This is an optimization exercise on Yosys and OpenROAD, whose aim is small area and a short achievable clock period, not a production implementation.
At most, simulation tests tie the RTL to the original design; equivalence was not proved.
The RTL of runs 2, 5 and 6 was laid out without a check of its function.
Power and IR drop assume default switching activity.

===== flow/design.v =====
module vc_circular_buffer #(
    parameter int FLIT_W      = 64,
    parameter int NUM_VC      = 4,
    parameter int BUFFER_SIZE = 8,
    parameter int OFF_THR     = BUFFER_SIZE - 2,
    parameter int ON_THR      = 1,
    localparam int VC_W       = (NUM_VC > 1) ? $clog2(NUM_VC) : 1,
    localparam int CNT_W      = $clog2(BUFFER_SIZE + 1)
) (
    input  logic                    clk,
    input  logic                    rst_n,
    input  logic                    write_i,
    input  logic [VC_W-1:0]         write_vc_i,
    input  logic [FLIT_W-1:0]       input_Data,
    input  logic                    read_i,
    input  logic [VC_W-1:0]         read_vc_i,
    output logic [FLIT_W-1:0]       output_Data,
    output logic [NUM_VC-1:0]       buf_empty,
    output logic [NUM_VC-1:0]       buf_full,
    output logic [NUM_VC-1:0]       buf_On_Off,
    output logic [NUM_VC*CNT_W-1:0] occupancy,
    output logic                    overflow_o,
    output logic                    underflow_o
);
    localparam int PTR_W = $clog2(BUFFER_SIZE);
    localparam logic [PTR_W-1:0] PTR_LAST = PTR_W'(BUFFER_SIZE - 1);
    localparam logic [CNT_W-1:0] CNT_FULL = CNT_W'(BUFFER_SIZE);
    localparam logic [CNT_W-1:0] CNT_OFF  = CNT_W'(OFF_THR);
    localparam logic [CNT_W-1:0] CNT_ON   = CNT_W'(ON_THR);
    logic [FLIT_W-1:0] mem [NUM_VC][BUFFER_SIZE];
    logic [PTR_W-1:0]  wr_ptr_q [NUM_VC];
    logic [PTR_W-1:0]  rd_ptr_q [NUM_VC];
    logic [CNT_W-1:0]  count_q [NUM_VC];
    logic [CNT_W-1:0]  count_d [NUM_VC];
    logic [NUM_VC-1:0] wr_dec;
    logic [NUM_VC-1:0] rd_dec;
    logic [NUM_VC-1:0] wr_sel;
    logic [NUM_VC-1:0] rd_sel;
    logic [NUM_VC-1:0] wr_ok;
    logic [NUM_VC-1:0] rd_ok;
    logic [NUM_VC-1:0] on_off_q;
    logic              ovf_hit;
    logic              unf_hit;
    logic              overflow_q;
    logic              underflow_q;
    function automatic logic [PTR_W-1:0] ptr_inc(input logic [PTR_W-1:0] p);
        ptr_inc = (p == PTR_LAST) ? '0 : p + PTR_W'(1);
    endfunction
    always_comb begin
        wr_dec    = NUM_VC'(1) << write_vc_i;
        rd_dec    = NUM_VC'(1) << read_vc_i;
        wr_sel    = write_i ? wr_dec : '0;
        rd_sel    = read_i ? rd_dec : '0;
        wr_ok     = '0;
        rd_ok     = '0;
        ovf_hit   = 1'b0;
        unf_hit   = 1'b0;
        buf_empty = '0;
        buf_full  = '0;
        occupancy = '0;
        for (int v = 0; v < NUM_VC; v++) begin
            rd_ok[v] = rd_sel[v] && (count_q[v] != '0);
            wr_ok[v] = wr_sel[v] && ((count_q[v] != CNT_FULL) || rd_ok[v]);
            count_d[v] = count_q[v] + CNT_W'(wr_ok[v]) - CNT_W'(rd_ok[v]);
            if (wr_sel[v] && !wr_ok[v]) ovf_hit = 1'b1;
            if (rd_sel[v] && !rd_ok[v]) unf_hit = 1'b1;
            buf_empty[v] = (count_q[v] == '0);
            buf_full[v]  = (count_q[v] == CNT_FULL);
            occupancy[v*CNT_W +: CNT_W] = count_q[v];
        end
    end
    always_comb begin
        output_Data = '0;
        for (int v = 0; v < NUM_VC; v++) begin
            if (rd_dec[v]) output_Data = mem[v][rd_ptr_q[v]];
        end
    end
    always_ff @(posedge clk or negedge rst_n) begin
        if (!rst_n) begin
            for (int v = 0; v < NUM_VC; v++) begin
                wr_ptr_q[v] <= '0;
                rd_ptr_q[v] <= '0;
                count_q[v]  <= '0;
                on_off_q[v] <= 1'b1;
            end
            overflow_q  <= 1'b0;
            underflow_q <= 1'b0;
        end else begin
            for (int v = 0; v < NUM_VC; v++) begin
                if (wr_ok[v]) wr_ptr_q[v] <= ptr_inc(wr_ptr_q[v]);
                if (rd_ok[v]) rd_ptr_q[v] <= ptr_inc(rd_ptr_q[v]);
                count_q[v] <= count_d[v];
                if (count_d[v] >= CNT_OFF) begin
                    on_off_q[v] <= 1'b0;
                end else if (count_d[v] <= CNT_ON) begin
                    on_off_q[v] <= 1'b1;
                end
            end
            overflow_q  <= overflow_q | ovf_hit;
            underflow_q <= underflow_q | unf_hit;
        end
    end
    always_ff @(posedge clk) begin
        for (int v = 0; v < NUM_VC; v++) begin
            if (wr_ok[v]) mem[v][wr_ptr_q[v]] <= input_Data;
        end
    end
    assign buf_On_Off  = on_off_q;
    assign overflow_o  = overflow_q;
    assign underflow_o = underflow_q;
endmodule

===== flow/run.sh =====
#!/bin/bash
# synth_recipe.tcl (not shown) runs the flow's synth.tcl, then flattens the netlist and writes it again
# the make line also repeats each setting of config.mk as NAME=value (left out here)
make -C /OpenROAD-flow-scripts/flow DESIGN_CONFIG=/design/flow/config.mk WORK_HOME=/design/flow/orfs CLKGATE_MAP_FILE= SYNTH_SCRIPT=/design/flow/synth_recipe.tcl finish

===== flow/config.mk =====
export PLATFORM = sky130hd
export DESIGN_NAME = vc_circular_buffer
export DESIGN_NICKNAME = vc_circular_buffer
export VERILOG_FILES = /design/flow/design.v
export SDC_FILE = /design/flow/constraint.sdc
export NUM_CORES = 4
export LEC_CHECK = 0
export CAP_MARGIN = 20
export CORE_MARGIN = 2
export CORE_UTILIZATION = 40
export SLEW_MARGIN = 20

===== flow/constraint.sdc =====
create_clock -name core_clock -period 5.5 [get_ports {clk}]
set_input_delay 1.1000 -clock core_clock [delete_from_list [all_inputs] [get_ports {clk}]]
set_output_delay 1.1000 -clock core_clock [all_outputs]
set_load 0.01 [all_outputs]

==> results of run 1 <==
-- flip-flops by register name (all words and copies together), names as in the netlist --
signal	cells
overflow_q	1
on_off_q	4
underflow_q	1
wr_ptr_q	12
rd_ptr_q	12
count_q	16
mem	2048
-- repair_timing --
action / 4_1_cts / 5_1_grt
setup buffers: 1 / 1
pin swaps: 0 / 0
setup endpoints to repair: 1 / 1
-- where the power goes --
part           switching [mW]  internal, mW
clock network            6.07          7.80
logic                    6.52          5.36
registers               0.797          18.3
total                    13.4          31.5
-- cell type report --
type / instances / area (µm²)
clock buffer: 259 / 5440
clock inverter: 134 / 1260
fill: 16700 / 108000
inverter: 47 / 176
multi-input combinational: 1487 / 17600
sequential: 2094 / 62700
tap: 2672 / 3340
timing repair buffer: 325 / 3370
-- logic make-up (layout without fill, tap and decap cells) --
family                     Yosys count  after routing  share of synthesized area [%]
buffers and inverters              261            765                           1.70
AOI/OAI and AO/OA                  355            355                           3.28
and+or+nand+nor                    214            214                           1.48
muxes                              846            846                           15.5
xor gates and xnor gates             8              8                         0.0861
DFF                               2094           2094                           77.0
adders and majority gates           64             64                           1.01
-- through the flow --
step	instances	setup slack (ns)	util (%)
finish	7018	0.219	46.4
global route	7018	0.0482	46.4
CTS	7017	0.0600	46.5
detailed placement	6623	0.683	43.1
global placement	6623	0.637	43.2
floorplan	3842	1.30	-
-- per-layer routing --
layer,up-vias,track usage (%),wire length (µm)
met5,-,0,30
met2,1232,31.8,98100
met1,21000,26.7,85200
met3,309,3.01,11500
met4,4,5.99,5750
li1,16700,-,-
-- Yosys cell counts (17+ instances only) --
library cell  instances
a211oi_1             17
a22oi_1             189
buf_4                53
clkbuf_1             65
and3_1               25
buf_2                75
mux2_2               54
nand3_1              90
a31oi_1              17
inv_1                46
nand2b_1             19
nor2b_1              25
a221oi_1             23
edfxtp_1           2048
a32oi_1              40
o21ai_1              28
mux2i_1             468
ha_1                 56
mux4_2              318
dfrtp_1              42
-- cell usage in the layout (no fill, tap or decap), types with 19 or more instances in the layout --
master           synthesis  layout
clkdlybuf4s50_1          0     128
clkbuf_1                65      49
nand2b_1                19      19
a22oi_1                189     189
clkinv_2                 0      40
inv_1                   46      46
a32oi_1                 40      40
mux2_2                  54      54
mux2i_1                468     468
a221oi_1                23      23
edfxtp_1              2048    2048
clkbuf_16                0     210
buf_2                   75      37
and3_4                   0      24
dfrtp_1                 42      30
buf_4                   53     104
buf_12                   1      56
clkinv_1                 0      55
nand3_1                 90      90
ha_1                    56      56
mux4_2                 318     318
o21ai_1                 28      28
-- critical path, cell delays in order, from the launching register on --
cell and delay, ns:
dfrtp_4 0.54, buf_4 0.37, buf_4 0.58, mux2i_1 0.16, a22oi_1 0.25, nand3_1 0.24, a31oi_1 0.50, clkdlybuf4s50_1 0.66
-- worst max path at each step --
stage	to	slack [ns]	depth (start not counted)
after floorplan	mem[12][0]	1.30	6
after global placement	output_Data[9]	0.64	7
after detailed placement	output_Data[40]	0.68	6
after CTS	output_Data[2]	0.06	5
after global routing	output_Data[2]	0.05	5
final	output_Data[51]	0.22	7
==> results by group, run 1 <==
Setup path
  • Worst Path Arrival: about 4.2 ns
  • Worst-path fanout max: 34
  • Crit end category: output port
  • Critical path class: reg -> out
  • Required time of the worst setup path: 4.40 ns
  • Reg-to-reg slack, setup: 2.11 ns
  • Origin of the critical flop-to-flop path: count_q[0][2]
  • Crit start category: flop
  • FF-to-FF path depth: 12
  • FF-to-FF End: on_off_q[0]
  • Worst setup startpoint: rd_ptr_q[2][1]

CTS
  • Clock Latency Late Sink: 0.85 ns
  • Clock buffer depth: 3
  • CTS resizes: 0
  • Clk sinks: 2094
  • CTS tree: yes
  • TritonCTS Buffers: around 210
  • Clk root buf: clkbuf_16
  • Clock-pin slew on the worst setup and hold paths: 0.06 ns
  • CTS H-tree depth: 4
  • Hold-fix buffers, CTS: 0

Timing
  • Setup_tns: 0 ns
  • Hold_ws: 0.371 ns
  • # setup viols final: 0
  • Final Cycle Share: between 90% and 100%
  • Worst Tran Pin Value: roughly 1.1 ns
  • Slew margin rel.: 26.9%
  • Final count of pins violating max slew: 0
  • RSZ-0062 raised after global routing: no
  • Min Tclk post-route: 5.28 ns
  • Fmax: 0.189 GHz
  • Setup Skew: 0.0537 ns
  • Final Hold Viols: 0

Cells and area
  • ANT cells: 0
  • Area delta synth->final: 15.3%
  • Final Cell Area: roughly 94000 µm²
  • Share of cells above drive strength 1: between 20% and 30%
  • Final nets: roughly 4.3k

Floorplan
  • DIE AREA: a little over 200000 µm²
  • Core ar.: 202000 µm²
  • I/O pin count: 166
  • Core Rows: about 170
  • Initial cell density of the core: between 40% and 50%
  • Die X: 455 µm
  • Die span in y: 455 µm

Synth
  • Yosys warning count: 5
  • Sequential-to-total area share from yosys stat: 77.0%
  • Post-synth top flop: edfxtp_1
  • Yosys top cell area share: 75.5%
  • Syn_area_per_cell: 21.2 µm²
  • Asr flop ratio synth: 2.20%
  • Top cells by area, synth: edfxtp_1, mux4_2, mux2i_1
  • Post-synthesis cell count: just under 4k
  • EDFF count, synth: between 2k and 2.5k
  • Unique masters post-synth: 55
  • Largest area contributor in the netlist: edfxtp_1
  • Synth Cell Area: 81400 µm²
  • Mapped Nets: 3974
  • #FFs+latches synth: 2094

Detailed routing
  • Antenna-violating nets left: 0
  • DR iter-0 viols: a little under 4k
  • Per-cell routed wire length: 28.6 µm
  • Mean number of vias per cell: 5.60
  • # DRC: 0
  • Vias: roughly 39k
  • Initial DRT Pass Iterations: 6
  • Total routed wirelength: 201000 µm

Placement
  • PortBufs: about 170
  • HPWL Detailed: 119000 µm
  • Placed Area: 87300 µm²
  • RD Place Congestion: 0.753

Global routing
  • Total grt overflow: 0
  • First-pass GRT wire length: just under 300000 µm
  • Initial antenna violation count: 4
  • Global Route Usage Sum: 19.3%
  • Largest net degree at the start of global routing: 65
  • Vias in the first global route: 40.3k

Min path
  • Worst Hold Class: in -> async

Power and ir drop
  • Pwr Density: between 400 and 500 nW/µm²
  • Power, Total: 44.9 mW
  • Pleak: 30.2 nW
  • Worst IR Drop VDD: 0.000346 V

Run
  • MaxCap Viol Count: 0

Run status
  • Status: finished clean
==> inputs of run 2 (changes only) <==
--- a/flow/design.v
+++ b/flow/design.v
@@ -24,4 +24,2 @@
 );
-    localparam int PTR_W = $clog2(BUFFER_SIZE);
-    localparam logic [PTR_W-1:0] PTR_LAST = PTR_W'(BUFFER_SIZE - 1);
     localparam logic [CNT_W-1:0] CNT_FULL = CNT_W'(BUFFER_SIZE);
@@ -29,7 +27,7 @@
     localparam logic [CNT_W-1:0] CNT_ON   = CNT_W'(ON_THR);
-    logic [FLIT_W-1:0] mem [NUM_VC][BUFFER_SIZE];
-    logic [PTR_W-1:0]  wr_ptr_q [NUM_VC];
-    logic [PTR_W-1:0]  rd_ptr_q [NUM_VC];
-    logic [CNT_W-1:0]  count_q [NUM_VC];
-    logic [CNT_W-1:0]  count_d [NUM_VC];
+    logic [FLIT_W-1:0]      mem [NUM_VC][BUFFER_SIZE];
+    logic [BUFFER_SIZE-1:0] wr_oh_q [NUM_VC];
+    logic [BUFFER_SIZE-1:0] rd_oh_q [NUM_VC];
+    logic [CNT_W-1:0]       count_q [NUM_VC];
+    logic [CNT_W-1:0]       count_d [NUM_VC];
     logic [NUM_VC-1:0] wr_dec;
@@ -45,5 +43,2 @@
     logic              underflow_q;
-    function automatic logic [PTR_W-1:0] ptr_inc(input logic [PTR_W-1:0] p);
-        ptr_inc = (p == PTR_LAST) ? '0 : p + PTR_W'(1);
-    endfunction
     always_comb begin
@@ -71,7 +66,12 @@
     end
+    logic [FLIT_W-1:0] head [NUM_VC];
     always_comb begin
+        for (int v = 0; v < NUM_VC; v++) begin
+            head[v] = '0;
+            for (int i = 0; i < BUFFER_SIZE; i++)
+                head[v] = head[v] | (mem[v][i] & {FLIT_W{rd_oh_q[v][i]}});
+        end
         output_Data = '0;
-        for (int v = 0; v < NUM_VC; v++) begin
-            if (rd_dec[v]) output_Data = mem[v][rd_ptr_q[v]];
-        end
+        for (int v = 0; v < NUM_VC; v++)
+            output_Data = output_Data | (head[v] & {FLIT_W{rd_dec[v]}});
     end
@@ -80,4 +80,4 @@
             for (int v = 0; v < NUM_VC; v++) begin
-                wr_ptr_q[v] <= '0;
-                rd_ptr_q[v] <= '0;
+                wr_oh_q[v]  <= BUFFER_SIZE'(1);
+                rd_oh_q[v]  <= BUFFER_SIZE'(1);
                 count_q[v]  <= '0;
@@ -89,4 +89,4 @@
             for (int v = 0; v < NUM_VC; v++) begin
-                if (wr_ok[v]) wr_ptr_q[v] <= ptr_inc(wr_ptr_q[v]);
-                if (rd_ok[v]) rd_ptr_q[v] <= ptr_inc(rd_ptr_q[v]);
+                if (wr_ok[v]) wr_oh_q[v] <= {wr_oh_q[v][BUFFER_SIZE-2:0], wr_oh_q[v][BUFFER_SIZE-1]};
+                if (rd_ok[v]) rd_oh_q[v] <= {rd_oh_q[v][BUFFER_SIZE-2:0], rd_oh_q[v][BUFFER_SIZE-1]};
                 count_q[v] <= count_d[v];
@@ -103,5 +103,5 @@
     always_ff @(posedge clk) begin
-        for (int v = 0; v < NUM_VC; v++) begin
-            if (wr_ok[v]) mem[v][wr_ptr_q[v]] <= input_Data;
-        end
+        for (int v = 0; v < NUM_VC; v++)
+            for (int i = 0; i < BUFFER_SIZE; i++)
+                if (wr_ok[v] && wr_oh_q[v][i]) mem[v][i] <= input_Data;
     end
--- a/flow/config.mk
+++ b/flow/config.mk
@@ -7,2 +7,3 @@
 export LEC_CHECK = 0
+export ABC_CLOCK_PERIOD_IN_PS = 3300
 export CAP_MARGIN = 20
@@ -10,2 +11,3 @@
 export CORE_UTILIZATION = 40
+export SETUP_SLACK_MARGIN = 2.2
 export SLEW_MARGIN = 20
==> run 2 against run 1 <==
- still clean
- die area decreased by 5.7%
- global-route usage increased by 8.6 points
- synthesized cell count increased by 3.1%
- largest cell class unchanged
==> results by group, run 2 <==
Run status
  • Status: finished clean

Detailed routing
  • Vias: 47.7k (+22%)
  • Antenna-violating nets left: 0 (unchanged)
  • # DRC: 0 (unchanged)
  • Total routed wirelength: 281000 µm (+40%)
  • DR iter-0 viols: 7711 (+97%)
  • Per-cell routed wire length: 38.9 µm (+36%)
  • Mean number of vias per cell: 6.60 (+18%)
  • Initial DRT Pass Iterations: 5 (-1)

Cells and area
  • Final Cell Area: 96000 µm² (+2.3%)
  • Most frequent cells in the layout: edfxtp_1, a22oi_1, nand4_1
  • Max reg flops: 2048 (unchanged)
  • Most common cell after layout, fill and taps aside: edfxtp_1
  • Share of cells above drive strength 1: 25.4% (+4.1 points)
  • Area delta synth->final: 25.1%
  • Finished Core Util: 50.4% (+4.0 points)
  • Final nets: 4627 (+7.7%)

Floorplan
  • Die span in y: 442 µm (-2.9%)
  • Core Rows: 160 (-3.0%)
  • I/O pin count: 166 (unchanged)
  • Die X: 442 µm (-2.9%)
  • DIE AREA: 195000 µm² (-5.7%)
  • Initial cell density of the core: 40.3% (+0.071 points)
  • Core ar.: 190000 µm² (-5.9%)

Synth
  • EDFF count, synth: 2048 (unchanged)
  • Unique masters post-synth: 46 (-16%)
  • Post-synth top flop: edfxtp_1
  • Synth Cell Area: 76700 µm² (-5.7%)
  • Post-synthesis cell count: 3961 (+3.1%)
  • Commonest cells in the netlist: edfxtp_1, a22oi_1, nand4_1
  • Yosys warning count: 7 (+2)
  • Mapped Nets: 4061 (+2.2%)
  • Yosys top cell area share: 80.1% (+4.6 points)
  • Asr flop ratio synth: 4.03% (+1.8 points)
  • Top cells by area, synth: edfxtp_1, a22oi_1, a221oi_1
  • #FFs+latches synth: 2134 (+1.9%)
  • Largest area contributor in the netlist: edfxtp_1
  • Most frequent cell after synthesis: edfxtp_1
  • Syn_area_per_cell: 19.4 µm² (-8.6%)
  • Sequential-to-total area share from yosys stat: 83.0% (+6.0 points)

CTS
  • Clk root buf: clkbuf_16
  • CTS tree: yes
  • Clock Latency Late Sink: 0.88 ns (+0.03 ns)
  • Hold-fix buffers, CTS: 0 (unchanged)
  • Clock-pin slew on the worst setup and hold paths: 0.06 ns (about the same)
  • TritonCTS Buffers: 205 (-1.9%)
  • Clk sinks: 2134 (+1.9%)
  • CTS H-tree depth: 4 (unchanged)
  • Clock buffer depth: 3 (unchanged)

Setup path
  • Worst-path cell chain: buf_16 > or2_4 > buf_12 > buf_12 > buf_12 > a221oi_2 > nand4_1 > and4_4 > buf_6
  • Critical path class: in -> out
  • CP Buf/Inv Count: 5 (+2)
  • Family with the most delay on the worst path: buffers and inverters
  • Reg-to-reg slack, setup: 2.39 ns (+0.28 ns)
  • Slowest-stage cell, CP: or2_4
  • CP most frequent cell: buf_12
  • Required time of the worst setup path: 4.40 ns (about the same)
  • CP max stage delay: 0.36 ns (-0.30 ns)
  • Worst Path Arrival: 2.72 ns (-1.46 ns)
  • FF-to-FF End: mem[25][36]
  • Crit start category: primary input
  • Worst-path fanout max: 6 (-82%)
  • Origin of the critical flop-to-flop path: count_q[3][2]
  • FF-to-FF path depth: 7 (-5)
  • Crit end category: output port

Timing
  • Fmax: 0.262 GHz (+38%)
  • Min Tclk post-route: 3.82 ns (-1.46 ns)
  • Worst Tran Pin Value: 1.14 ns (+0.0448 ns)
  • # setup viols final: 0 (unchanged)
  • RSZ-0062 raised after global routing: yes
  • Setup Skew: 0.0563 ns (+0.00261 ns)
  • Final count of pins violating max slew: 0 (unchanged)
  • Final Cycle Share: 69.4% (-27 points)
  • Final Hold Viols: 0 (unchanged)
  • Slew margin rel.: 23.7% (-3.2 points)
  • Setup_tns: 0 ns (unchanged)

Power and ir drop
  • Register share of total power: 53.5% (+11 points)
  • Combinational share of power: 4.9% (-22 points)
  • Switch Pwr: 7.26 mW (-46%)
  • Power, Total: 33.6 mW (-25%)
  • Worst IR Drop VDD: 0.000241 V (-30%)
  • Clock power share: 41.5% (+11 points)
  • Pleak: 30.4 nW (+0.60%)
  • Sw frac: 21.6% (-8.2 points)
  • P_int: 26.3 mW (-16%)
  • Pwr Density: 350 nW/µm² (-27%)

Min path
  • Worst Hold Class: in -> async

Global routing
  • Largest net degree at the start of global routing: 65 (unchanged)
  • Total grt overflow: 0 (unchanged)
  • First-pass GRT wire length: 377000 µm (+30%)
  • Initial antenna violation count: 32 (+28)
  • Vias in the first global route: 44.9k (+11%)
  • Global Route Usage Sum: 27.9% (+8.6 points)

Placement
  • PortBufs: 165 (unchanged)
  • Placed Area: 82600 µm² (-5.3%)
  • HPWL Detailed: 130000 µm (+9.5%)
  • RD Place Congestion: 0.790 (+4.9%)

Run
  • MaxCap Viol Count: 0 (unchanged)
==> run 2: cell count changes after synthesis, sizes merged, moves of 32 or more <==
cell    before  now
a221oi      23  256
a22oi      189  768
a32oi       40    0
and4         0   64
buf        147   27
clkbuf      67  233
dfrtp       42   74
ha          56   24
mux2i      468    0
mux4       323    0
nand3       90    1
nand4        1  257
==> run 2: worst max-delay path by stage <==
stage | startpoint | endpoint | slack (ns) | cells past startpoint
after CTS | rd_oh_q[3][1] | output_Data[59] | 1.70 | 6
after global routing | rd_oh_q[0][2] | output_Data[20] | 1.64 | 7
final | read_vc_i[0] | output_Data[46] | 1.68 | 9
after detailed placement | read_vc_i[0] | output_Data[51] | 0.36 | 7
after global placement | read_vc_i[0] | output_Data[51] | 0.35 | 7
after floorplan | read_vc_i[0] | output_Data[3] | 2.20 | 6
==> run 2: repair_timing <==
item | CTS | global route
setup endpoints to repair | 1370 | 85
hold endpoints to repair | 0 | 0
resized for setup | 774 | 86
cloned | 21 | 6
pin swaps | 202 | 93
buffers inserted | 258 | 21
==> run 2: logic make-up (layout without fill, tap and decap cells) <==
family                   Yosys count  after routing  synth area share, %
AND/OR/NAND/NOR                  384            385                 3.33
flip-flops                      2134           2134                 83.0
buffers and inverters            296           1029                 1.48
XOR/XNOR                           8              8               0.0913
adder cells (fa/ha/maj)           32             32                0.548
multiplexers                      64             64                0.944
AO/OA/AOI/OAI                   1043           1043                 10.6
other                              0             19                    0
==> run 2: worst reg2reg max path: cells and delay by family, from the launching register on <==
kind | cells | cell delay, ns
buffers and inverters | 2 | 0.57
DFF | 1 | 0.35
AOI/OAI and AO/OA | 1 | 0.51
and+or+nand+nor | 3 | 1.12
adders and majority gates | 1 | 0.18
==> run 2: per-layer routing <==
layer  vias to the layer above  track usage, %  wire length (µm)
met5                         -               0                90
met4                        12            11.9             13700
met3                       712            8.52             39200
met2                      3834            41.7            126000
met1                     25000            38.0            102000
li1                      18200               -                 -
==> run 2: through the flow <==
| stage | setup WS (ns) | hold WS [ns] | instances |
|---|---|---|---|
| after floorplan | 2.20 | 0.468 | 3961 |
| after global placement | 0.349 | 0.456 | 6524 |
| after detailed placement | 0.356 | 0.448 | 6524 |
| after CTS | 1.70 | 0.321 | 7178 |
| after global routing | 1.64 | 0.369 | 7214 |
| final | 1.68 | 0.320 | 7225 |
==> run 2: area by class of cell <==
cell class,count,area (µm²)
Fill cell,14900,94400
Clock buffer,254,5400
Sequential cell,2134,63800
Inverter,36,135
Clock inverter,121,1230
Antenna cell,19,47.5
Tap cell,2511,3140
Multi-Input combinational cell,1532,13800
Timing Repair Buffer,618,8440
==> run 2: power groups by stage <==
stage	Clock (mW)	Sequential (mW)	Combinational (mW)
3_5_place_dp	0	18.3	1.43
3_3_place_gp	0	18.3	1.41
6_report	13.9	18.0	1.66
4_1_cts	14.0	18.0	1.63
2_1_floorplan	0	18.3	0.595
5_1_grt	14.6	18.0	1.80
==> inputs of run 3 (changes only) <==
--- a/flow/design.v
+++ b/flow/design.v
@@ -24,2 +24,3 @@
 );
+    localparam int BODY = BUFFER_SIZE - 1;
     localparam logic [CNT_W-1:0] CNT_FULL = CNT_W'(BUFFER_SIZE);
@@ -27,7 +28,8 @@
     localparam logic [CNT_W-1:0] CNT_ON   = CNT_W'(ON_THR);
-    logic [FLIT_W-1:0]      mem [NUM_VC][BUFFER_SIZE];
-    logic [BUFFER_SIZE-1:0] wr_oh_q [NUM_VC];
-    logic [BUFFER_SIZE-1:0] rd_oh_q [NUM_VC];
-    logic [CNT_W-1:0]       count_q [NUM_VC];
-    logic [CNT_W-1:0]       count_d [NUM_VC];
+    logic [FLIT_W-1:0] head_q [NUM_VC];
+    logic [FLIT_W-1:0] body_q [NUM_VC][BODY];
+    logic [BODY-1:0]   bwp_q [NUM_VC];
+    logic [BODY-1:0]   brp_q [NUM_VC];
+    logic [CNT_W-1:0]  count_q [NUM_VC];
+    logic [CNT_W-1:0]  count_d [NUM_VC];
     logic [NUM_VC-1:0] wr_dec;
@@ -38,2 +40,5 @@
     logic [NUM_VC-1:0] rd_ok;
+    logic [NUM_VC-1:0] head_from_in;
+    logic [NUM_VC-1:0] head_from_body;
+    logic [NUM_VC-1:0] body_wr;
     logic [NUM_VC-1:0] on_off_q;
@@ -64,14 +69,20 @@
             occupancy[v*CNT_W +: CNT_W] = count_q[v];
+            head_from_in[v]   = wr_ok[v] && ((count_q[v] == '0) ||
+                                             (count_q[v] == CNT_W'(1) && rd_ok[v]));
+            head_from_body[v] = rd_ok[v] && (count_q[v] > CNT_W'(1));
+            body_wr[v]        = wr_ok[v] && !head_from_in[v];
         end
     end
-    logic [FLIT_W-1:0] head [NUM_VC];
+    logic [FLIT_W-1:0] body_front [NUM_VC];
     always_comb begin
         for (int v = 0; v < NUM_VC; v++) begin
-            head[v] = '0;
-            for (int i = 0; i < BUFFER_SIZE; i++)
-                head[v] = head[v] | (mem[v][i] & {FLIT_W{rd_oh_q[v][i]}});
+            body_front[v] = '0;
+            for (int i = 0; i < BODY; i++)
+                body_front[v] = body_front[v] | (body_q[v][i] & {FLIT_W{brp_q[v][i]}});
         end
+    end
+    always_comb begin
         output_Data = '0;
         for (int v = 0; v < NUM_VC; v++)
-            output_Data = output_Data | (head[v] & {FLIT_W{rd_dec[v]}});
+            output_Data = output_Data | (head_q[v] & {FLIT_W{rd_dec[v]}});
     end
@@ -80,4 +91,4 @@
             for (int v = 0; v < NUM_VC; v++) begin
-                wr_oh_q[v]  <= BUFFER_SIZE'(1);
-                rd_oh_q[v]  <= BUFFER_SIZE'(1);
+                bwp_q[v]    <= BODY'(1);
+                brp_q[v]    <= BODY'(1);
                 count_q[v]  <= '0;
@@ -89,4 +100,4 @@
             for (int v = 0; v < NUM_VC; v++) begin
-                if (wr_ok[v]) wr_oh_q[v] <= {wr_oh_q[v][BUFFER_SIZE-2:0], wr_oh_q[v][BUFFER_SIZE-1]};
-                if (rd_ok[v]) rd_oh_q[v] <= {rd_oh_q[v][BUFFER_SIZE-2:0], rd_oh_q[v][BUFFER_SIZE-1]};
+                if (body_wr[v])        bwp_q[v] <= {bwp_q[v][BODY-2:0], bwp_q[v][BODY-1]};
+                if (head_from_body[v]) brp_q[v] <= {brp_q[v][BODY-2:0], brp_q[v][BODY-1]};
                 count_q[v] <= count_d[v];
@@ -103,5 +114,8 @@
     always_ff @(posedge clk) begin
-        for (int v = 0; v < NUM_VC; v++)
-            for (int i = 0; i < BUFFER_SIZE; i++)
-                if (wr_ok[v] && wr_oh_q[v][i]) mem[v][i] <= input_Data;
+        for (int v = 0; v < NUM_VC; v++) begin
+            if (head_from_in[v])        head_q[v] <= input_Data;
+            else if (head_from_body[v]) head_q[v] <= body_front[v];
+            for (int i = 0; i < BODY; i++)
+                if (body_wr[v] && bwp_q[v][i]) body_q[v][i] <= input_Data;
+        end
     end
--- a/flow/config.mk
+++ b/flow/config.mk
@@ -7,3 +7,3 @@
 export LEC_CHECK = 0
-export ABC_CLOCK_PERIOD_IN_PS = 3300
+export ABC_CLOCK_PERIOD_IN_PS = 3100
 export CAP_MARGIN = 20
@@ -11,3 +11,3 @@
 export CORE_UTILIZATION = 40
-export SETUP_SLACK_MARGIN = 2.2
+export SETUP_SLACK_MARGIN = 2.4
 export SLEW_MARGIN = 20
==> run 3 against run 2 <==
- die area up 2.4%
- sequential cell count shrank 8
- core utilization shrank 3.0 points
- hold slack worse by 0.11 ns
- non-clock buffer count fell by 208
- first-iteration DRC count shrank 9.4%
- clock-buffer cell count grew 4
- critical path depth fell by 5
- fmax is 13% higher
- via count shrank 7.3%
- combinational power rose by 43%
- design area fell by 3.6%
- critical endpoint unchanged
==> results by group, run 3 <==
Timing
  • Hold_ws: 0.211 ns (-0.108 ns)
  • Final Cycle Share: 61.5% (-7.9 points)
  • RSZ-0062 raised after global routing: yes
  • Worst Setup Slack, final: 2.12 ns (+0.437 ns)
  • # setup viols final: 0 (unchanged)
  • Worst Tran Pin Value: 1.29 ns (+0.145 ns)
  • Setup Skew: 0.0427 ns (-0.0136 ns)
  • Final Hold Viols: 0 (unchanged)
  • Fmax: 0.296 GHz (+13%)
  • Min Tclk post-route: 3.38 ns (-0.437 ns)
  • Final count of pins violating max slew: 0 (unchanged)
  • Setup_tns: 0 ns (unchanged)
  • Slew margin rel.: 14.3% (-9.4 points)

CTS
  • TritonCTS Buffers: 203 (-0.98%)
  • Clk sinks: 2126 (-0.37%)
  • Hold-fix buffers, CTS: 0 (unchanged)
  • Clock buffer depth: 3 (unchanged)
  • CTS H-tree depth: 4 (unchanged)
  • Clock-pin slew on the worst setup and hold paths: 0.06 ns (about the same)
  • CTS tree: yes
  • Clk root buf: clkbuf_16
  • Clock Latency Late Sink: 0.85 ns (-0.03 ns)

Run
  • MaxCap Viol Count: 0 (unchanged)

Placement
  • RD Place Congestion: 0.859 (+8.8%)
  • PortBufs: 165 (unchanged)
  • Post-Place Setup Slack: 1.01 ns (+0.657 ns)
  • Dpl cells: 6650 (+1.9%)
  • HPWL Detailed: 137000 µm (+5.1%)

Setup path
  • Crit end category: output port
  • Worst-path fanout max: 6 (unchanged)
  • Critical path class: in -> out
  • Required time of the worst setup path: 4.40 ns (about the same)
  • Crit start category: primary input
  • Worst Path Arrival: 2.28 ns (-0.44 ns)

Global routing
  • Vias in the first global route: 42.1k (-6.1%)
  • Largest net degree at the start of global routing: 67 (+3.1%)
  • Total grt overflow: 0 (unchanged)
  • Global Route Usage Sum: 24.7% (-3.3 points)
  • Initial antenna violation count: 32 (unchanged)
  • First-pass GRT wire length: 343000 µm (-9.1%)

Cells and area
  • Final nets: 4463 (-3.5%)
  • Layout Cells excl Fill: 7173 (-0.72%)
  • Most frequent cells in the layout: edfxtp_1, a22oi_1, mux2_2
  • Max reg flops: 1792 (-13%)
  • Share of cells above drive strength 1: 23.9% (-1.6 points)
  • Area delta synth->final: 17.7%
  • Most common cell after layout, fill and taps aside: edfxtp_1

Detailed routing
  • # DRC: 0 (unchanged)
  • Total routed wirelength: 255000 µm (-9.2%)
  • Mean number of vias per cell: 6.17 (-6.6%)
  • DR iter-0 viols: 6984 (-9.4%)
  • Per-cell routed wire length: 35.6 µm (-8.6%)
  • Antenna-violating nets left: 0 (unchanged)
  • Initial DRT Pass Iterations: 9 (+4)
  • Vias: 44.2k (-7.3%)

Synth
  • Sequential-to-total area share from yosys stat: 80.7% (-2.2 points)
  • Synth Cell Area: 78600 µm² (+2.4%)
  • Yosys warning count: 8 (+1)
  • Commonest cells in the netlist: edfxtp_1, a22oi_1, mux2_2
  • Post-synthesis cell count: 3961 (unchanged)
  • Asr flop ratio synth: 3.67% (-0.36 points)
  • Syn_area_per_cell: 19.8 µm² (+2.4%)
  • #FFs+latches synth: 2126 (-0.37%)
  • Unique masters post-synth: 51 (+11%)
  • Most frequent cell after synthesis: edfxtp_1
  • Post-synth top flop: edfxtp_1
  • Largest area contributor in the netlist: edfxtp_1
  • Top cells by area, synth: edfxtp_1, a22oi_1, mux2_2
  • Yosys top cell area share: 78.2% (-1.9 points)
  • Mapped Nets: 4061 (unchanged)
  • EDFF count, synth: 2048 (unchanged)

Floorplan
  • DIE AREA: 200000 µm² (+2.4%)
  • Initial cell density of the core: 40.3% (about the same)
  • Die X: 447 µm (+1.2%)
  • Core Rows: 162 (+1.3%)
  • Die span in y: 447 µm (+1.2%)
  • I/O pin count: 166 (unchanged)
  • Core ar.: 195000 µm² (+2.5%)

Run status
  • Status: finished clean

Power and ir drop
  • Pwr Density: 373 nW/µm² (+6.5%)
  • Pleak: 30.4 nW (about the same)
  • Worst IR Drop VDD: 0.000368 V (+53%)

Min path
  • Worst Hold Class: in -> async
## run 3: worst paths after layout
kind                               startpoint               to  slack (ns)  cells past startpoint
worst min-delay path                    rst_n    count_q[3][2]        0.21                      1
min in group core_clock           underflow_q      underflow_q        0.49                      1
worst max-delay path             read_vc_i[0]  output_Data[46]        2.12                      4
worst min register to register    underflow_q      underflow_q        0.49                      1
max in group asynchronous               rst_n      brp_q[0][4]        4.21                      2
worst max register to register  count_q[1][2]    head_q[1][35]        2.61                      9
## run 3: stage by stage
stage               utilization [%]  area, µm²  total power, mW
detailed placement             43.2      84200             20.6
CTS                            47.1      92000             34.5
global route                   47.4      92500             35.3
finish                         47.4      92500             34.5
global placement               43.2      84200             20.6
floorplan                         -      78800             19.4
## run 3: logic make-up after synthesis
family,Yosys count,synth area share (%)
DFF,2126,80.7
AOI/OAI and AO/OA,804,8.53
muxes,376,6.30
and+or+nand+nor,348,2.34
buffers and inverters,267,1.46
adders and majority gates,32,0.535
xor gates and xnor gates,8,0.0891
## run 3: final cells by class
type,count,area [µm²]
antenna,15,37.5
clock buffer,258,5400
clock inverter,118,1110
fill,16100,103000
inverter,24,90.1
multi-input combinational,1598,14600
sequential,2126,63600
tap,2624,3280
timing repair buffer,410,4450
## run 3: per-layer routing
| layer | GRT usage, % | vias to the layer above | part of all wire, % |
|---|---|---|---|
| li1 | - | 17800 | - |
| met1 | 32.9 | 23400 | 38 |
| met2 | 39.5 | 2658 | 48 |
| met3 | 4.81 | 404 | 10 |
| met4 | 10.7 | 8 | 4.4 |
| met5 | 0 | - | 0.014 |
## run 3: power breakdown
part,internal [mW],total [mW],switching [mW]
sequential,18.0,18.3,0.253
combinational,0.972,2.37,1.40
clock,7.75,13.8,6.06
total,26.8,34.5,7.72
## run 3: worst max-delay path, stage by stage
cell    delay (ns)
buf_16        0.16
buf_12        0.15
mux4_2        0.66
buf_6         0.19
## run 3: repair_timing
| item | 4_1_cts | 5_1_grt |
|---|---|---|
| pin swaps | 23 | 14 |
| buffers inserted | 58 | 34 |
| setup endpoints to repair | 1413 | 536 |
| gates resized for setup | 414 | 37 |
| cloned | 33 | 7 |
==> inputs of run 4 (changes only) <==
--- a/flow/config.mk
+++ b/flow/config.mk
@@ -11,3 +11,6 @@
 export CORE_UTILIZATION = 40
+export CTS_CLUSTER_DIAMETER = 100
+export CTS_CLUSTER_SIZE = 30
 export SETUP_SLACK_MARGIN = 2.4
 export SLEW_MARGIN = 20
+export TNS_END_PERCENT = 5
==> run 4 against run 3 <==
- largest cell class unchanged
- power fell by 19%
- combinational power shrank 16%
- sequential cell count did not move
- fmax fell by 0.68%
- wire length down 6.1%
- highest routed layer unchanged
==> results by group, run 4 <==
CTS
  • Clk root buf: clkbuf_16
  • Clock Latency Late Sink: 0.76 ns (-0.09 ns)
  • CTS tree: yes
  • Clock-pin slew on the worst setup and hold paths: 0.11 ns (+0.05 ns)
  • CTS H-tree depth: 3 (-1)
  • TritonCTS Buffers: 82 (-60%)
  • Clock buffer depth: 3 (unchanged)
  • Hold-fix buffers, CTS: 0 (unchanged)
  • Clk sinks: 2126 (unchanged)

Cells and area
  • Most common cell after layout, fill and taps aside: edfxtp_1
  • Max reg flops: 1792 (unchanged)
  • Share of cells above drive strength 1: 18.5% (-5.4 points)
  • Area delta synth->final: 11.0%
  • Finished Core Util: 44.7% (-2.7 points)
  • Fill count: 16.4k (+2.1%)
  • Final nets: 4251 (-4.8%)
  • Layout Cells excl Fill: 6816 (-5.0%)
  • Most frequent cells in the layout: edfxtp_1, a22oi_1, mux2_2

Power and ir drop
  • Pwr Density: 322 nW/µm² (-14%)
  • Power, Total: 28.1 mW (-19%)
  • Worst IR Drop VDD: 0.000246 V (-33%)
  • Pleak: 27.8 nW (-8.4%)

Floorplan
  • Initial cell density of the core: 40.3% (unchanged)
  • Core ar.: 195000 µm² (unchanged)
  • I/O pin count: 166 (unchanged)
  • DIE AREA: 200000 µm² (unchanged)
  • Core Rows: 162 (unchanged)
  • Die span in y: 447 µm (unchanged)
  • Die X: 447 µm (unchanged)

Timing
  • Final Cycle Share: 61.9% (+0.42 points)
  • Final count of pins violating max slew: 0 (unchanged)
  • Slew margin rel.: 23.6% (+9.3 points)
  • Fmax: 0.294 GHz (-0.68%)
  • Hold_ws: 0.298 ns (+0.0863 ns)
  • Final Hold Viols: 0 (unchanged)
  • RSZ-0062 raised after global routing: yes
  • Setup Skew: 0.0414 ns (-0.00128 ns)
  • # setup viols final: 0 (unchanged)
  • Worst Tran Pin Value: 1.14 ns (-0.143 ns)
  • Min Tclk post-route: 3.40 ns (+0.0231 ns)
  • Setup_tns: 0 ns (unchanged)

Global routing
  • First-pass GRT wire length: 331000 µm (-3.5%)
  • Initial antenna violation count: 28 (-13%)
  • Vias in the first global route: 40.3k (-4.3%)
  • Global Route Usage Sum: 23.6% (-1.0 points)
  • Largest net degree at the start of global routing: 67 (unchanged)
  • Total grt overflow: 0 (unchanged)

Run
  • MaxCap Viol Count: 0 (unchanged)

Detailed routing
  • DR iter-0 viols: 6960 (-0.34%)
  • Per-cell routed wire length: 35.2 µm (-1.2%)
  • # DRC: 0 (unchanged)
  • Antenna-violating nets left: 0 (unchanged)
  • Mean number of vias per cell: 6.17 (+0.12%)
  • Initial DRT Pass Iterations: 9 (unchanged)
  • Total routed wirelength: 240000 µm (-6.1%)
  • Vias: 42.1k (-4.9%)

Setup path
  • Worst Path Arrival: 2.30 ns (+0.02 ns)
  • Crit start category: primary input
  • Required time of the worst setup path: 4.40 ns (about the same)
  • Critical path class: in -> out
  • Crit end category: output port
  • Worst-path fanout max: 7 (+1)

Run status
  • Status: finished clean

Synth
  • Synth Cell Area: 78600 µm² (unchanged)
  • Yosys top cell area share: 78.2% (unchanged)
  • Top cells by area, synth: edfxtp_1, a22oi_1, mux2_2
  • Post-synthesis cell count: 3961 (unchanged)
  • Asr flop ratio synth: 3.67% (unchanged)
  • #FFs+latches synth: 2126 (unchanged)
  • Syn_area_per_cell: 19.8 µm² (unchanged)
  • Yosys warning count: 8 (unchanged)
  • EDFF count, synth: 2048 (unchanged)
  • Post-synth top flop: edfxtp_1
  • Unique masters post-synth: 51 (unchanged)
  • Sequential-to-total area share from yosys stat: 80.7% (unchanged)
  • Most frequent cell after synthesis: edfxtp_1
  • Largest area contributor in the netlist: edfxtp_1
  • Mapped Nets: 4061 (unchanged)
  • Commonest cells in the netlist: edfxtp_1, a22oi_1, mux2_2

Placement
  • PortBufs: 165 (unchanged)
  • HPWL Detailed: 143000 µm (+4.4%)
  • RD Place Congestion: 0.862 (+0.38%)
  • Dpl cells: 6659 (+0.14%)

Min path
  • Worst Hold Class: in -> async
[run 4: cell count changes in the layout (fill, tap and decap cells not counted), moves of 8 or more]
cell / before / now
and2_2: 21 / 13
buf_6: 70 / 44
clkinvlp_4: 10 / 1
buf_12: 50 / 37
clkbuf_16: 207 / 89
buf_2: 11 / 23
clkbuf_1: 48 / 21
buf_4: 173 / 121
clkinv_2: 26 / 0
clkinv_1: 50 / 0
bufinv_16: 17 / 0
[run 4: final timing paths]
| kind | from | endpoint | slack, ns | depth (start not counted) |
|---|---|---|---|---|
| setup reg to reg | brp_q[2][0] | head_q[2][13] | 2.57 | 4 |
| hold reg to reg | underflow_q | underflow_q | 0.50 | 1 |
| hold / removal | rst_n | count_q[1][1] | 0.30 | 1 |
| max in group asynchronous | rst_n | brp_q[3][6] | 4.10 | 2 |
| min in group core_clock | underflow_q | underflow_q | 0.50 | 1 |
| setup / recovery | read_vc_i[0] | output_Data[49] | 2.10 | 4 |
[run 4: cells by family after synthesis]
group / share of synthesized area (%)
xor gates and xnor gates: 0.0891
muxes: 6.30
AOI/OAI and AO/OA: 8.53
DFF: 80.7
and+or+nand+nor: 2.34
adders and majority gates: 0.535
buffers and inverters: 1.46
[run 4: final cells by class]
cell class              count  area, µm²  area share, %
diodes                     10       25.0         0.0287
clock buffers             110       2310           2.64
clock inverters             5       72.6         0.0832
inverters                  24       90.1          0.103
multi-input cells        1582      14300           16.4
flip-flops and latches   2126      63600           72.9
well taps                2624       3280           3.76
repair buffers            335       3580           4.10
[run 4: metal layers]
layer	share of wire, %	track usage (%)
met1	39	32.3
met2	48	38.5
met3	9.1	3.80
met4	3.7	8.04
met5	0.020	0
[run 4: critical path: stages]
cell	delay, ns
buf_16	0.18
buf_12	0.17
mux4_2	0.65
buf_6	0.18
[run 4: what timing repair did]
action	4_1_cts	5_1_grt
gates resized for setup	339	4
setup endpoints to repair	1243	1641
cloned	16	5
hold endpoints to repair	0	0
setup buffers	8	3
pin swaps	8	5
[run 4: metrics by stage]
stage | setup WS [ns] | cell area, µm²
5_1_grt | 2.07 | 87200
3_5_place_dp | 1.12 | 84200
4_1_cts | 2.10 | 87100
6_report | 2.10 | 87200
2_1_floorplan | 1.73 | 78700
3_3_place_gp | 1.19 | 84200
[run 4: power by group]
group          total (mW)  switching [mW]  leakage (nW)  internal (mW)
Sequential           18.3           0.314          19.5           18.0
Clock                7.77            4.77          1.15           3.00
Combinational        1.98            1.20          7.15          0.778
==> inputs of run 5 (changes only) <==
--- a/flow/design.v
+++ b/flow/design.v
@@ -75,15 +75,21 @@
     end
-    logic [FLIT_W-1:0] body_front [NUM_VC];
-    always_comb begin
-        for (int v = 0; v < NUM_VC; v++) begin
-            body_front[v] = '0;
-            for (int i = 0; i < BODY; i++)
-                body_front[v] = body_front[v] | (body_q[v][i] & {FLIT_W{brp_q[v][i]}});
+    logic [FLIT_W-1:0] head_d [NUM_VC];
+    for (genvar v = 0; v < NUM_VC; v++) begin : g_head
+        logic [BODY:0]          hsel;
+        logic [(BODY+1)*FLIT_W-1:0] hsrc;
+        always_comb begin
+            hsel = {head_from_in[v], head_from_in[v] ? BODY'(0) : brp_q[v]};
+            hsrc[BODY*FLIT_W +: FLIT_W] = input_Data;
+            for (int i = 0; i < BODY; i++) hsrc[i*FLIT_W +: FLIT_W] = body_q[v][i];
         end
+        vc_onehot_mux #(.N(BODY + 1), .W(FLIT_W)) u_hmux (
+            .sel(hsel), .d(hsrc), .y(head_d[v])
+        );
     end
-    always_comb begin
-        output_Data = '0;
-        for (int v = 0; v < NUM_VC; v++)
-            output_Data = output_Data | (head_q[v] & {FLIT_W{rd_dec[v]}});
-    end
+    logic [NUM_VC*FLIT_W-1:0] heads;
+    always_comb
+        for (int v = 0; v < NUM_VC; v++) heads[v*FLIT_W +: FLIT_W] = head_q[v];
+    vc_onehot_mux #(.N(NUM_VC), .W(FLIT_W)) u_omux (
+        .sel(rd_dec), .d(heads), .y(output_Data)
+    );
     always_ff @(posedge clk or negedge rst_n) begin
@@ -115,4 +121,3 @@
         for (int v = 0; v < NUM_VC; v++) begin
-            if (head_from_in[v])        head_q[v] <= input_Data;
-            else if (head_from_body[v]) head_q[v] <= body_front[v];
+            if (head_from_in[v] || head_from_body[v]) head_q[v] <= head_d[v];
             for (int i = 0; i < BODY; i++)
@@ -125 +130,14 @@
 endmodule
+module vc_onehot_mux #(
+    parameter int N = 2,
+    parameter int W = 1
+) (
+    input  logic [N-1:0]   sel,
+    input  logic [N*W-1:0] d,
+    output logic [W-1:0]   y
+);
+    always_comb begin
+        y = '0;
+        for (int i = 0; i < N; i++) y = y | (d[i*W +: W] & {W{sel[i]}});
+    end
+endmodule
--- a/flow/config.mk
+++ b/flow/config.mk
@@ -7,3 +7,3 @@
 export LEC_CHECK = 0
-export ABC_CLOCK_PERIOD_IN_PS = 3100
+export ABC_CLOCK_PERIOD_IN_PS = 3000
 export CAP_MARGIN = 20
@@ -13,4 +13,5 @@
 export CTS_CLUSTER_SIZE = 30
-export SETUP_SLACK_MARGIN = 2.4
+export SETUP_SLACK_MARGIN = 2.5
 export SLEW_MARGIN = 20
+export SYNTH_HIERARCHICAL = 1
 export TNS_END_PERCENT = 5
==> run 5 against run 4 <==
- still clean
- design area grew 0.69%
- clock skew grew 0.018 ns
- sequential share of layout area shrank 0.62 points
- hold slack lost 0.071 ns
- sequential power is essentially flat
- cell count grew 4.0%
- fmax shrank 3.1%
- sequential cell count is the same
- largest cell class unchanged
==> results by group, run 5 <==
Run status
  • Status: finished clean

Synth
  • Post-synth top flop: edfxtp_1
  • Syn_area_per_cell: 19.1 µm² (-3.8%)
  • Top cells by area, synth: edfxtp_1, a22oi_1, buf_6
  • Post-synthesis cell count: 4142 (+4.6%)
  • Synth Cell Area: 79100 µm² (+0.57%)
  • Yosys warning count: 22 (+14)
  • Unique masters post-synth: 41 (-20%)
  • EDFF count, synth: 2048 (unchanged)
  • Largest area contributor in the netlist: edfxtp_1
  • Commonest cells in the netlist: edfxtp_1, a22oi_1, nand4_1
  • Yosys top cell area share: 77.8% (-0.45 points)
  • Sequential-to-total area share from yosys stat: 80.3% (-0.46 points)
  • Most frequent cell after synthesis: edfxtp_1
  • Asr flop ratio synth: 3.67% (unchanged)
  • Mapped Nets: 4246 (+4.6%)
  • #FFs+latches synth: 2126 (unchanged)

Power and ir drop
  • Worst IR Drop VDD: 0.000266 V (+8.2%)
  • Pleak: 27.0 nW (-2.9%)
  • Power, Total: 28.2 mW (+0.34%)
  • Pwr Density: 321 nW/µm² (-0.35%)

Floorplan
  • DIE AREA: 201000 µm² (+0.57%)
  • Core Rows: 163 (+0.62%)
  • Die X: 449 µm (+0.28%)
  • Initial cell density of the core: 40.2% (-0.10 points)
  • Core ar.: 197000 µm² (+0.83%)
  • Die span in y: 449 µm (+0.28%)
  • I/O pin count: 166 (unchanged)

Run
  • MaxCap Viol Count: 0 (unchanged)

Global routing
  • Total grt overflow: 0 (unchanged)
  • First-pass GRT wire length: 335000 µm (+1.3%)
  • Global Route Usage Sum: 23.4% (-0.19 points)
  • Largest net degree at the start of global routing: 65 (-3.0%)
  • Initial antenna violation count: 15 (-46%)
  • Vias in the first global route: 42.3k (+4.9%)

CTS
  • TritonCTS Buffers: 83 (+1.2%)
  • CTS H-tree depth: 3 (unchanged)
  • Clock buffer depth: 3 (unchanged)
  • Clk sinks: 2126 (unchanged)
  • CTS tree: yes
  • Clk root buf: clkbuf_16
  • Hold-fix buffers, CTS: 0 (unchanged)
  • Clock Latency Late Sink: 0.77 ns (about the same)
  • Clock-pin slew on the worst setup and hold paths: 0.11 ns (about the same)

Setup path
  • Worst Path Arrival: 2.41 ns (+0.11 ns)
  • Critical path class: in -> out
  • Worst-path fanout max: 5 (-2)
  • Required time of the worst setup path: 4.40 ns (about the same)
  • Crit end category: output port
  • Crit start category: primary input

Detailed routing
  • Antenna-violating nets left: 0 (unchanged)
  • Total routed wirelength: 242000 µm (+1.0%)
  • Initial DRT Pass Iterations: 5 (-4)
  • # DRC: 0 (unchanged)
  • Vias: 43.9k (+4.4%)
  • Mean number of vias per cell: 6.20 (+0.35%)
  • Per-cell routed wire length: 34.2 µm (-2.9%)
  • DR iter-0 viols: 6210 (-11%)

Cells and area
  • Share of cells above drive strength 1: 16.7% (-1.8 points)
  • Most common cell after layout, fill and taps aside: edfxtp_1
  • Area delta synth->final: 11.1%
  • Max reg flops: 1792 (unchanged)
  • Final nets: 4517 (+6.3%)
  • Most frequent cells in the layout: edfxtp_1, a22oi_1, nand4_1

Timing
  • # setup viols final: 0 (unchanged)
  • Final Cycle Share: 63.9% (+2.0 points)
  • Min Tclk post-route: 3.51 ns (+0.109 ns)
  • Final Hold Viols: 0 (unchanged)
  • RSZ-0062 raised after global routing: yes
  • Worst Tran Pin Value: 1.23 ns (+0.0867 ns)
  • Setup_tns: 0 ns (unchanged)
  • Final count of pins violating max slew: 0 (unchanged)
  • Hold_ws: 0.226 ns (-0.0714 ns)
  • Fmax: 0.285 GHz (-3.1%)
  • Slew margin rel.: 18.0% (-5.5 points)
  • Setup Skew: 0.0596 ns (+0.0182 ns)

Placement
  • PortBufs: 165 (unchanged)
  • HPWL Detailed: 129000 µm (-9.7%)
  • RD Place Congestion: 0.797 (-7.6%)

Min path
  • Worst Hold Class: in -> async
run 5: cell types whose count changed after synthesis, sizes merged, moves of 11 or more:
cell	previous run	this run
a222oi	256	0
a22oi	512	1153
buf	99	256
clkbuf	144	0
inv	24	35
mux2	312	56
mux4	64	0
nand2	7	68
nand3	258	5
nand4	1	256
nor2b	3	22
run 5: final cells by class:
type | count | area [µm²]
multi-input combinational | 1743 | 13800
clock inverter | 9 | 128
tap | 2640 | 3300
timing repair buffer | 424 | 4740
sequential | 2126 | 63500
clock buffer | 106 | 2210
antenna | 7 | 17.5
inverter | 35 | 138
fill | 16700 | 109000
run 5: through the flow:
step | util (%) | worst slack (ns) | instance area [µm²] | std cells
finish | 44.6 | 1.99 | 87800 | 7090
global route | 44.6 | 1.98 | 87800 | 7086
CTS | 44.4 | 2.07 | 87500 | 7067
detailed placement | 42.4 | 0.369 | 83400 | 6873
global placement | 42.4 | 0.407 | 83400 | 6873
floorplan | - | 2.27 | 79100 | 4142
run 5: worst max-delay path, stage by stage:
cell	delay (ns)
buf_16	0.13
nor2b_4	0.14
buf_8	0.13
buf_12	0.13
a22oi_2	0.42
nand2_1	0.16
buf_2	0.18
run 5: path summary, 6_finish.rpt:
kind                       cells after the start  slack (ns)              end            from
max in group asynchronous                      2        4.13    count_q[0][1]           rst_n
setup reg to reg                               9        2.51    head_q[0][34]   count_q[0][2]
min in group core_clock                        2        0.53    head_q[2][19]  body_q[17][19]
hold reg to reg                                2        0.53    head_q[2][19]  body_q[17][19]
hold / removal                                 1        0.23    count_q[2][2]           rst_n
setup / recovery                               7        1.99  output_Data[12]    read_vc_i[0]
run 5: power breakdown:
group	total [mW]	internal, mW	switching (mW)
combinational	2.18	0.873	1.31
sequential	18.3	18.0	0.285
clock	7.69	2.90	4.79
run 5: logic make-up after synthesis:
group                      count (synthesis)  share of synthesized area (%)
AOI/OAI and AO/OA                       1185                           11.3
xor gates and xnor gates                   8                         0.0886
adders and majority gates                 36                          0.595
buffers and inverters                    291                           3.68
DFF                                     2126                           80.3
muxes                                     59                          0.840
and+or+nand+nor                          437                           3.20
run 5: what timing repair did:
| action | in CTS | in global routing |
|---|---|---|
| gates cloned | 31 | 1 |
| setup endpoints to repair | 2405 | 1329 |
| buffers inserted | 48 | 14 |
| endpoints found under the hold margin | 0 | 0 |
| gates resized for setup | 513 | 64 |
| pin swaps | 69 | 43 |
run 5: per-layer routing:
| layer | vias to the layer above | part of all wire [%] | track usage, % |
|---|---|---|---|
| li1 | 17800 | - | - |
| met1 | 23400 | 39 | 32.3 |
| met2 | 2375 | 47 | 37.5 |
| met3 | 316 | 10 | 4.81 |
| met4 | 12 | 3.1 | 7.04 |
| met5 | - | 0.033 | 0 |
==> inputs of run 6 (changes only) <==
--- a/flow/design.v
+++ b/flow/design.v
@@ -42,2 +42,3 @@
     logic [NUM_VC-1:0] head_from_body;
+    logic [NUM_VC-1:0] head_load;
     logic [NUM_VC-1:0] body_wr;
@@ -69,4 +70,5 @@
             occupancy[v*CNT_W +: CNT_W] = count_q[v];
-            head_from_in[v]   = wr_ok[v] && ((count_q[v] == '0) ||
-                                             (count_q[v] == CNT_W'(1) && rd_ok[v]));
+            head_from_in[v]   = wr_sel[v] && ((count_q[v] == '0) ||
+                                              (count_q[v] == CNT_W'(1) && rd_sel[v]));
+            head_load[v]      = rd_sel[v] || (wr_sel[v] && (count_q[v] == '0));
             head_from_body[v] = rd_ok[v] && (count_q[v] > CNT_W'(1));
@@ -121,3 +123,3 @@
         for (int v = 0; v < NUM_VC; v++) begin
-            if (head_from_in[v] || head_from_body[v]) head_q[v] <= head_d[v];
+            if (head_load[v]) head_q[v] <= head_d[v];
             for (int i = 0; i < BODY; i++)
--- a/flow/config.mk
+++ b/flow/config.mk
@@ -10,3 +10,3 @@
 export CORE_MARGIN = 2
-export CORE_UTILIZATION = 40
+export CORE_UTILIZATION = 55
 export CTS_CLUSTER_DIAMETER = 100
==> run 6 against run 5 <==
- critical path type unchanged
- highest routed layer unchanged
- critical path depth grew 1
- setup slack lost 0.0072 ns
- sequential power is essentially flat
- clock skew shrank 0.027 ns
- still clean on timing, DRC and antenna
- via count grew 2.3%
- area after synthesis is essentially flat
- critical endpoint is now output_Data[29]
==> results by group, run 6 <==
Setup path
  • CP max stage delay: 0.25 ns (-0.17 ns)
  • Origin of the critical flop-to-flop path: count_q[3][3]
  • FF-to-FF path depth: 10 (+1)
  • Worst-path fanout max: 7 (+2)
  • FF-to-FF End: head_q[3][42]
  • Worst-path cell chain: buf_12 > and2_4 > buf_12 > buf_16 > buf_6 > a22oi_2 > nand2_1 > buf_2
  • Required time of the worst setup path: 4.40 ns (about the same)
  • Crit end category: output port
  • Slowest-stage cell, CP: and2_4
  • Reg-to-reg slack, setup: 2.55 ns (+0.04 ns)
  • CP Buf/Inv Count: 5 (+1)
  • Worst Path Arrival: 2.42 ns (about the same)
  • CP most frequent cell: buf_12
  • Family with the most delay on the worst path: buffers and inverters
  • Critical path class: in -> out
  • Crit start category: primary input

Timing
  • Worst Setup Slack, final: 1.98 ns (-0.00725 ns)
  • Worst Tran Pin Value: 1.21 ns (-0.0186 ns)
  • Final count of pins violating max slew: 0 (unchanged)
  • RSZ-0062 raised after global routing: yes
  • Slew margin rel.: 18.9% (+0.87 points)
  • Setup_tns: 0 ns (unchanged)
  • # setup viols final: 0 (unchanged)
  • Fmax: 0.284 GHz (-0.21%)
  • Min Tclk post-route: 3.52 ns (+0.00725 ns)
  • Setup Skew: 0.0324 ns (-0.0273 ns)
  • Final Hold Viols: 0 (unchanged)
  • Final Cycle Share: 64.0% (+0.13 points)

CTS
  • Clock Latency Late Sink: 0.74 ns (-0.03 ns)
  • TritonCTS Buffers: 81 (-2.4%)
  • Clk sinks: 2126 (unchanged)
  • Hold-fix buffers, CTS: 0 (unchanged)
  • CTS tree: yes
  • Clk root buf: clkbuf_16
  • Clock buffer depth: 3 (unchanged)
  • CTS H-tree depth: 3 (unchanged)
  • Clock-pin slew on the worst setup and hold paths: 0.11 ns (about the same)

Synth
  • Mapped Nets: 4244 (-0.047%)
  • Syn_area_per_cell: 19.1 µm² (about the same)
  • Synth Cell Area: 79000 µm² (about the same)
  • Asr flop ratio synth: 3.67% (unchanged)
  • Yosys top cell area share: 77.8% (about the same)
  • Post-synth top flop: edfxtp_1
  • Sequential-to-total area share from yosys stat: 80.3% (about the same)
  • Most frequent cell after synthesis: edfxtp_1
  • Largest area contributor in the netlist: edfxtp_1
  • Top cells by area, synth: edfxtp_1, a22oi_1, buf_6
  • Commonest cells in the netlist: edfxtp_1, a22oi_1, nand4_1
  • Post-synthesis cell count: 4140 (-0.048%)
  • Yosys warning count: 22 (unchanged)
  • EDFF count, synth: 2048 (unchanged)
  • Unique masters post-synth: 44 (+7.3%)
  • #FFs+latches synth: 2126 (unchanged)

Cells and area
  • Final Cell Area: 88200 µm² (+0.40%)
  • Most common cell after layout, fill and taps aside: edfxtp_1
  • Share of cells above drive strength 1: 18.5% (+1.8 points)
  • Max reg flops: 1792 (unchanged)
  • Layout Cells excl Fill: 6440 (-9.2%)
  • Most frequent cells in the layout: edfxtp_1, a22oi_1, nand4_1
  • Final nets: 4609 (+2.0%)
  • Area delta synth->final: 11.6%

Power and ir drop
  • Sw frac: 22.0% (-0.63 points)
  • Pwr Density: 316 nW/µm² (-1.6%)
  • P_int: 21.7 mW (-0.35%)
  • Power, Total: 27.8 mW (-1.2%)
  • Clock power share: 27.6% (+0.3 points)
  • Worst IR Drop VDD: 0.000284 V (+6.7%)
  • Register share of total power: 65.0% (about the same)
  • Combinational share of power: 7.4% (-0.3 points)
  • Switch Pwr: 6.13 mW (-3.9%)
  • Pleak: 27.6 nW (+2.1%)

Placement
  • RD Place Congestion: 0.791 (-0.72%)
  • HPWL Detailed: 121000 µm (-6.5%)
  • PortBufs: 165 (unchanged)
  • Post-Place Setup Slack: 0.668 ns (+0.298 ns)
  • Placed Area: 82900 µm² (-0.65%)
  • Dpl cells: 6151 (-11%)

Detailed routing
  • # DRC: 0 (unchanged)
  • DR iter-0 viols: 6971 (+12%)
  • Initial DRT Pass Iterations: 6 (+1)
  • Total routed wirelength: 242000 µm (-0.28%)
  • Vias: 44.9k (+2.3%)
  • Per-cell routed wire length: 37.5 µm (+9.8%)
  • Mean number of vias per cell: 6.98 (+13%)
  • Antenna-violating nets left: 0 (unchanged)

Floorplan
  • I/O pin count: 166 (unchanged)
  • Die span in y: 383 µm (-15%)
  • Core ar.: 143000 µm² (-27%)
  • Core Rows: 139 (-15%)
  • Die X: 383 µm (-15%)
  • DIE AREA: 147000 µm² (-27%)
  • Initial cell density of the core: 55.2% (+15 points)

Global routing
  • Largest net degree at the start of global routing: 67 (+3.1%)
  • Total grt overflow: 0 (unchanged)
  • Initial antenna violation count: 10 (-5)
  • First-pass GRT wire length: 333000 µm (-0.62%)
  • Vias in the first global route: 42.8k (+1.3%)
  • Global Route Usage Sum: 32.6% (+9.2 points)

Min path
  • Worst Hold Class: in -> async

Run status
  • Status: finished clean

Run
  • MaxCap Viol Count: 0 (unchanged)
-- run 6: cell count changes after synthesis, sizes merged, moves of 3 or more --
cell    delta
and2      -14
nor2b     +10
nor3       -6
inv        +4
nand2b     -4
o21a       -4
a211oi     +3
nand3      -3
nor3b      +3
-- run 6: cell families after synthesis --
| group | count (synthesis) | share of synthesized area [%] |
|---|---|---|
| multiplexers | 58 | 0.830 |
| adder cells (fa/ha/maj) | 36 | 0.595 |
| XOR/XNOR | 8 | 0.0887 |
| buffers and inverters | 298 | 3.72 |
| AND/OR/NAND/NOR | 427 | 3.13 |
| AO/OA/AOI/OAI | 1187 | 11.3 |
| flip-flops | 2126 | 80.3 |
-- run 6: how the worst max path moves through the flow --
stage | endpoint | startpoint | depth (start not counted)
6_report | output_Data[29] | read_vc_i[1] | 8
5_1_grt | output_Data[18] | read_vc_i[1] | 9
4_1_cts | output_Data[18] | read_vc_i[1] | 9
3_5_place_dp | output_Data[48] | read_vc_i[1] | 6
3_3_place_gp | output_Data[48] | read_vc_i[1] | 6
2_1_floorplan | body_q[10][0] | read_vc_i[1] | 6
-- run 6: power groups by stage --
stage | Clock (mW) | Combinational [mW] | Sequential, mW
2_1_floorplan | 0 | 0.770 | 18.4
3_5_place_dp | 0 | 1.69 | 18.4
5_1_grt | 8.22 | 2.24 | 18.1
6_report | 7.67 | 2.07 | 18.1
3_3_place_gp | 0 | 1.66 | 18.4
4_1_cts | 7.72 | 2.00 | 18.1
-- run 6: worst reg2reg max path, stage by stage, from the launching register on --
cell	delay, ns
dfrtp_1	0.38
buf_6	0.11
inv_4	0.03
ha_4	0.16
nand2b_4	0.11
a211oi_4	0.04
buf_4	0.23
nor2b_4	0.82
buf_4	0.53
a22oi_1	0.24
nand4_1	0.15
-- run 6: final cells by class --
type | count | area [µm²]
Clock inverter | 4 | 46.3
Clock buffer | 110 | 2260
Antenna cell | 1 | 2.50
Fill cell | 10200 | 55000
Tap cell | 1903 | 2380
Timing Repair Buffer | 533 | 6080
Multi-Input combinational cell | 1724 | 13800
Inverter | 39 | 151
Sequential cell | 2126 | 63500
-- run 6: through the flow --
step	util, %	hold slack (ns)
6_report	61.6	0.178
5_1_grt	61.6	0.173
4_1_cts	61.3	0.149
3_5_place_dp	57.9	0.490
3_3_place_gp	57.9	0.476
2_1_floorplan	-	0.489
-- run 6: layer usage --
metal	vias up	share of wire (%)	track usage, %
li1	18000	-	-
met4	8	3.4	10.2
met5	-	0.020	0
met2	2831	45	49.1
met3	400	12	7.05
met1	23700	40	48.0
-- run 6: repair_timing --
action | in CTS | in global routing
gates cloned | 25 | 4
gates resized for setup | 511 | 34
hold endpoints to repair | 0 | 0
buffers inserted | 116 | 28
pin swaps | 113 | 12
endpoints found under the setup margin | 2125 | 1857

re-timing with driven ports:
The flow's constraints put no driver on any port. The routed layouts listed below were extracted and timed again, unchanged, in two steps.
Step 1 (the two cells are an assumption about what drives the block):
set clk [get_ports {clk}]
set_driving_cell -lib_cell sky130_fd_sc_hd__clkbuf_16 $clk
set_driving_cell -lib_cell sky130_fd_sc_hd__buf_2 [delete_from_list [all_inputs] $clk]
Step 2 times the ports against the registers' clock, not the clock port: input delays grow and output delays shrink by t, the midpoint of the rising clock arrivals with the driver on.
a / b / c = ideal ports / drivers / drivers and shift; a / b = the first two.
run | t, ns | slack for setup (ns) | worst register clock-pin slew, ns
run 1 | 0.913 | 0.219 / 0.134 / 0.612 | 0.07 / 0.07
run 2 | 0.939 | 1.682 / 1.607 / 1.396 | 0.07 / 0.07
run 3 | 0.920 | 2.119 / 1.534 / 1.337 | 0.07 / 0.07
run 4 | 0.834 | 2.096 / 1.877 / 1.426 | 0.12 / 0.12
run 5 | 0.824 | 1.987 / 1.927 / 1.390 | 0.12 / 0.12
run 6 | 0.814 | 1.979 / 1.932 / 1.478 | 0.12 / 0.12
After both steps setup and hold are still met in every run listed. For run 3, which loses most, drivers alone change the setup slack by -0.585 ns; drivers and shift together by -0.782 ns.
